From an optimization exercise on the open Yosys and OpenROAD flow, aimed at small area; shortcuts taken in it are not production practice.
At most, simulation tests tie the RTL to the original design; equivalence was not proved.
Power and IR drop assume default switching activity.

## vcSwitch
module vcSwitch #(
  parameter int WORD_W = 8,
  parameter int DEPTH  = 8,
  parameter int CNT_W  = $clog2(DEPTH + 1)
) (
  input  logic                                       CLK,
  input  logic                                       arstN,
  input  logic                                       init,
  input  logic [CNT_W-1:0]                           lowThreshIn,
  input  logic [CNT_W-1:0]                           highThreshIn,
  input  flowCtrlPkg::chMask_t                       inPush,
  input  logic [flowCtrlPkg::NUM_CH-1:0][WORD_W-1:0] inData,
  output flowCtrlPkg::chMask_t                       creditReturn,
  input  flowCtrlPkg::chMask_t                       outPop,
  output logic [flowCtrlPkg::NUM_CH-1:0][WORD_W-1:0] outData,
  output flowCtrlPkg::chMask_t                       outEmpty,
  output logic                                       idle,
  output logic                                       initBusy,
  output flowCtrlPkg::chMask_t                       stbPause,
  output flowCtrlPkg::chMask_t                       stbContinue,
  output flowCtrlPkg::chMask_t                       error,
  output flowCtrlPkg::fsmState_e                     state
);
For scale: roughly 1,700 cells after synthesis, roughly 110 I/O pins.
clock: 5.0 ns
lec_check: 0
cap_margin: 0
core_margin: 2
core_utilization: 72
place_density: 0.8
slew_margin: 0
synth_hierarchical: 1
synth_minimum_keep_size: 0
standard.sh (not shown) runs the stock make flow with config.mk's settings and CLKGATE_MAP_FILE= SYNTH_SCRIPT=/design/flow/synth_recipe.tcl, a recipe that flattens the netlist after the stock synthesis.
==> flow/flow/run.sh <==
#!/bin/bash
# The standard layout, with these changes to what the tools are told:
#  - after the standard synthesis, combinational cells go to their smallest
#    drive strength (flow/downsize.py); the standard timing repair sizes the
#    critical ones back up
#  - the floorplan step removes synthesis's buffers instead of repairing
#    timing there, where it only has wire-load estimates and upsizes gates
#    that the later, placement-based repairs do not need upsized
#  - port buffers are the smallest buffer cell instead of the tool's pick
#  - CTS inserts no dummy loads, and clusters sinks under large leaf buffers
set -euo pipefail
export REMOVE_ABC_BUFFERS=1
export BUFFER_PORTS_ARGS="-buffer_cell sky130_fd_sc_hd__buf_1"
export CTS_ARGS="-sink_clustering_enable -repair_clock_nets -dont_use_dummy_load -buf_list sky130_fd_sc_hd__clkbuf_16 -sink_clustering_size 30 -sink_clustering_max_diameter 80"
bash standard.sh synth > synth.log 2>&1
results=orfs/results/${FLOW_PLATFORM}/vcSwitch/base
lib=${FLOW_HOME}/platforms/${FLOW_PLATFORM}/lib/sky130_fd_sc_hd__tt_025C_1v80.lib
dont_use=$(sed -n '/DONT_USE_CELLS/,/^#/p' ${FLOW_HOME}/platforms/${FLOW_PLATFORM}/config.mk | grep -o 'sky130_fd_sc_hd__[a-z0-9_]*' || true)
cp ${results}/1_2_yosys.v synth_netlist.v
python3 flow/downsize.py ${results}/1_2_yosys.v ${lib} ${dont_use} > downsize.log 2>&1
bash standard.sh > standard.log 2>&1
Other scripts of this flow, unchanged in this note and not shown: flow/flow/downsize.py
The starting point passed the timing, design-rule and antenna checks.
Rerun with:
--- a/flow/flow/run.sh
+++ b/flow/flow/run.sh
@@ -5,5 +5,2 @@
 #    critical ones back up
-#  - the floorplan step removes synthesis's buffers instead of repairing
-#    timing there, where it only has wire-load estimates and upsizes gates
-#    that the later, placement-based repairs do not need upsized
 #  - port buffers are the smallest buffer cell instead of the tool's pick
@@ -11,3 +8,2 @@
 set -euo pipefail
-export REMOVE_ABC_BUFFERS=1
 export BUFFER_PORTS_ARGS="-buffer_cell sky130_fd_sc_hd__buf_1"
PLACE_DENSITY = 0.9   (was 0.8)
After rerunning: Wire length came out higher by 0.86%; count of clock-buffer cells in the layout is unchanged; first-iteration DRC count falls by 5.0%; maximum frequency climbs by 1.8%; worst hold slack is worse by 0.0056 ns; area after synthesis is unchanged; via count rose by 0.38%; worst setup slack improved by 0.083 ns; utilization increases by 0.50 points; synthesized cell count does not change; final area climbs by 0.65%.
Rerun with:
--- a/flow/flow/run.sh
+++ b/flow/flow/run.sh
@@ -9,3 +9,3 @@
 export BUFFER_PORTS_ARGS="-buffer_cell sky130_fd_sc_hd__buf_1"
-export CTS_ARGS="-sink_clustering_enable -repair_clock_nets -dont_use_dummy_load -buf_list sky130_fd_sc_hd__clkbuf_16 -sink_clustering_size 30 -sink_clustering_max_diameter 80"
+export CTS_ARGS="-sink_clustering_enable -repair_clock_nets -dont_use_dummy_load -buf_list sky130_fd_sc_hd__clkbuf_16 -sink_clustering_size 36 -sink_clustering_max_diameter 70"
 bash standard.sh synth > synth.log 2>&1
PLACE_DENSITY = 0.8   (was 0.9)
After rerunning: The new run completed with no timing, DRC or antenna violations; core utilization goes up by 0.23 points; area after synthesis is unchanged; routed wire length goes down slightly; clock skew goes up by 0.045 ns; hold slack gets worse by 0.015 ns; die area stays the same; via count goes down slightly; setup slack gets worse by 0.073 ns; global-route usage goes down by 0.54 points.
Rerun with:
--- a/flow/flow/run.sh
+++ b/flow/flow/run.sh
@@ -8,4 +8,5 @@
 set -euo pipefail
+export REMOVE_ABC_BUFFERS=1
 export BUFFER_PORTS_ARGS="-buffer_cell sky130_fd_sc_hd__buf_1"
-export CTS_ARGS="-sink_clustering_enable -repair_clock_nets -dont_use_dummy_load -buf_list sky130_fd_sc_hd__clkbuf_16 -sink_clustering_size 36 -sink_clustering_max_diameter 70"
+export CTS_ARGS="-sink_clustering_enable -repair_clock_nets -dont_use_dummy_load -buf_list sky130_fd_sc_hd__clkbuf_16 -sink_clustering_size 30 -sink_clustering_max_diameter 80"
 bash standard.sh synth > synth.log 2>&1
Effect: Via count came out higher by about 0.8%. Utilization fell by 0.73 points. Sequential cell count is unchanged. Clock-buffer cell count decreases by 3. Fmax stays flat. Routed wire length increases by about 0.7%. Worst setup slack degrades by 0.0095 ns. Combinational power is lower by about 1%. Final area shrinks by 0.93%. Cell count goes up by about 0.8%. Hold slack improved by 0.021 ns.
Rerun with:
--- a/flow/flow/run.sh
+++ b/flow/flow/run.sh
@@ -8,3 +8,2 @@
 set -euo pipefail
-export REMOVE_ABC_BUFFERS=1
 export BUFFER_PORTS_ARGS="-buffer_cell sky130_fd_sc_hd__buf_1"
CORE_UTILIZATION = 66   (was 72)
PLACE_DENSITY = 0.75   (was 0.8)
Effect:
- first-iteration DRC count drops by a few percent
- setup slack barely changes
- wire length went up slightly
- synthesized area stays the same

========
## build 94
Another version of the RTL of vcSwitch (not shown whole).
For scale: about 2000 cells after synthesis, roughly 110 I/O pins, roughly 22000 um2 of cells after synthesis.
clock: 5.0 ns
lec_check: 0
cap_margin: 20
core_margin: 2
core_utilization: 40
slew_margin: 20
synth_hierarchical: 1
synth_minimum_keep_size: 0
==> flow/flow/run.sh <==
#!/bin/bash
# The standard layout, with two changes to what the tools are told:
#  - port buffers are the smallest buffer cell instead of the tool's pick
#  - CTS inserts no dummy loads, and clusters sinks under large leaf buffers
set -euo pipefail
export BUFFER_PORTS_ARGS="-buffer_cell sky130_fd_sc_hd__buf_1"
export CTS_ARGS="-sink_clustering_enable -repair_clock_nets -dont_use_dummy_load -buf_list sky130_fd_sc_hd__clkbuf_16 -sink_clustering_size 40 -sink_clustering_max_diameter 80"
bash standard.sh > standard.log 2>&1
Changes in build 90 relative to build 94:
==> flow/run.sh (new file) <==
#!/bin/bash
# synth_recipe.tcl (not shown) runs the flow's synth.tcl, then flattens the netlist and writes it again
# the make line also repeats each setting of config.mk as NAME=value (left out here)
make -C /OpenROAD-flow-scripts/flow DESIGN_CONFIG=/design/flow/config.mk WORK_HOME=/design/flow/orfs CLKGATE_MAP_FILE= SYNTH_SCRIPT=/design/flow/synth_recipe.tcl finish
removed: flow/flow/run.sh
removed: flow/standard.sh
--- outcome ---
Looking at the reports, build 90 completed the entire flow and the layout it produced met the timing, design-rule and antenna checks.
Going from build 94 to build 90, power density relative to cell area picked up an extra about 20%, number of buffers and inverters on the critical path climbed 1, core utilization increased by 3.3 points relative to the old numbers.
Across both runs, synthesis-to-finish area growth was higher for build 90 than for build 94.
Power share of the clock group: lower on build 94
Build 90 ended with more routed wire length on met2 than build 94.
Compared with build 94, in build 90 overall fraction of global-route tracks in use now larger; maximum frequency has decreased; clock skew now smaller.
### build 90 -> build 35
- swapping 20 for 0 in SLEW_MARGIN
- swapping 20 for 0 in CAP_MARGIN
==> flow/flow/run.sh (new file) <==
#!/bin/bash
# The standard layout, with two changes to what the tools are told:
#  - port buffers are the smallest buffer cell instead of the tool's pick
#  - CTS inserts no dummy loads, and clusters sinks under large leaf buffers
set -euo pipefail
export BUFFER_PORTS_ARGS="-buffer_cell sky130_fd_sc_hd__buf_1"
export CTS_ARGS="-sink_clustering_enable -repair_clock_nets -dont_use_dummy_load -buf_list sky130_fd_sc_hd__clkbuf_16 -sink_clustering_size 30 -sink_clustering_max_diameter 80"
bash standard.sh > standard.log 2>&1
==> flow/standard.sh (new file) <==
#!/bin/bash
# synth_recipe.tcl (not shown) runs the flow's synth.tcl, then flattens the netlist and writes it again
# the make line also repeats each setting of config.mk as NAME=value (left out here)
make -C /OpenROAD-flow-scripts/flow DESIGN_CONFIG=/design/flow/config.mk WORK_HOME=/design/flow/orfs CLKGATE_MAP_FILE= SYNTH_SCRIPT=/design/flow/synth_recipe.tcl "${@:-finish}"
removed: flow/run.sh
Results
- On transition at the pin with the smallest max-transition slack: build 35 sits above build 90.
- Of build 90 and build 35, build 90 shows the lower highest achievable clock rate, with build 35 above it.
- Of build 90 and build 35, build 35 shows the higher sequential share of layout area, with build 90 below it.
- Build 90 -> build 35: final weighted congestion in routability-driven placement decreased slightly
No functional check of the RTL was part of any run of this note.

## re-timing with driven ports
In the flow no input, the clock included, has a driving cell. The finished layouts below were timed again as built, in two steps.
Step 1: set_driving_cell puts a clkbuf_16 on CLK and a buf_2 on each other input, an assumption about the parent block.
Step 2 moves the port delays by t, midway between the first and last clock arrival at a register: inputs arrive t later, outputs are due t later. That takes back most of the time a late clock gives input paths.
Three values: ideal, step 1, step 2; two values: the first two.
run | t, ns | setup slack, ns | hold WS [ns] | worst setup path after step 2 | worst register clock-pin slew, ns
the first run of note 1 | 0.593 | 0.229 / 0.229 / 0.229 | 0.459 / 0.454 / 0.459 | register to register | 0.11 / 0.11
the second run of note 1 | 0.589 | 0.311 / 0.311 / 0.311 | 0.453 / 0.453 / 0.453 | register to register | 0.11 / 0.11
the third run of note 1 | 0.592 | 0.238 / 0.238 / 0.238 | 0.438 / 0.438 / 0.438 | register to register | 0.12 / 0.12
the fourth run of note 1 | 0.593 | 0.229 / 0.229 / 0.229 | 0.459 / 0.454 / 0.459 | register to register | 0.11 / 0.11
the fifth run of note 1 | 0.597 | 0.231 / 0.231 / 0.231 | 0.441 / 0.409 / 0.444 | register to register | 0.11 / 0.11
build 94 | 0.643 | 0.324 / 0.324 / 0.324 | 0.200 / 0.168 / 0.470 | register to register | 0.12 / 0.12
build 90 | 0.649 | 0.270 / 0.270 / 0.270 | 0.346 / 0.318 / 0.472 | register to register | 0.07 / 0.07
build 35 | 0.645 | 0.395 / 0.395 / 0.395 | 0.201 / 0.177 / 0.479 | register to register | 0.11 / 0.11
After both steps every run listed still meets setup and hold.
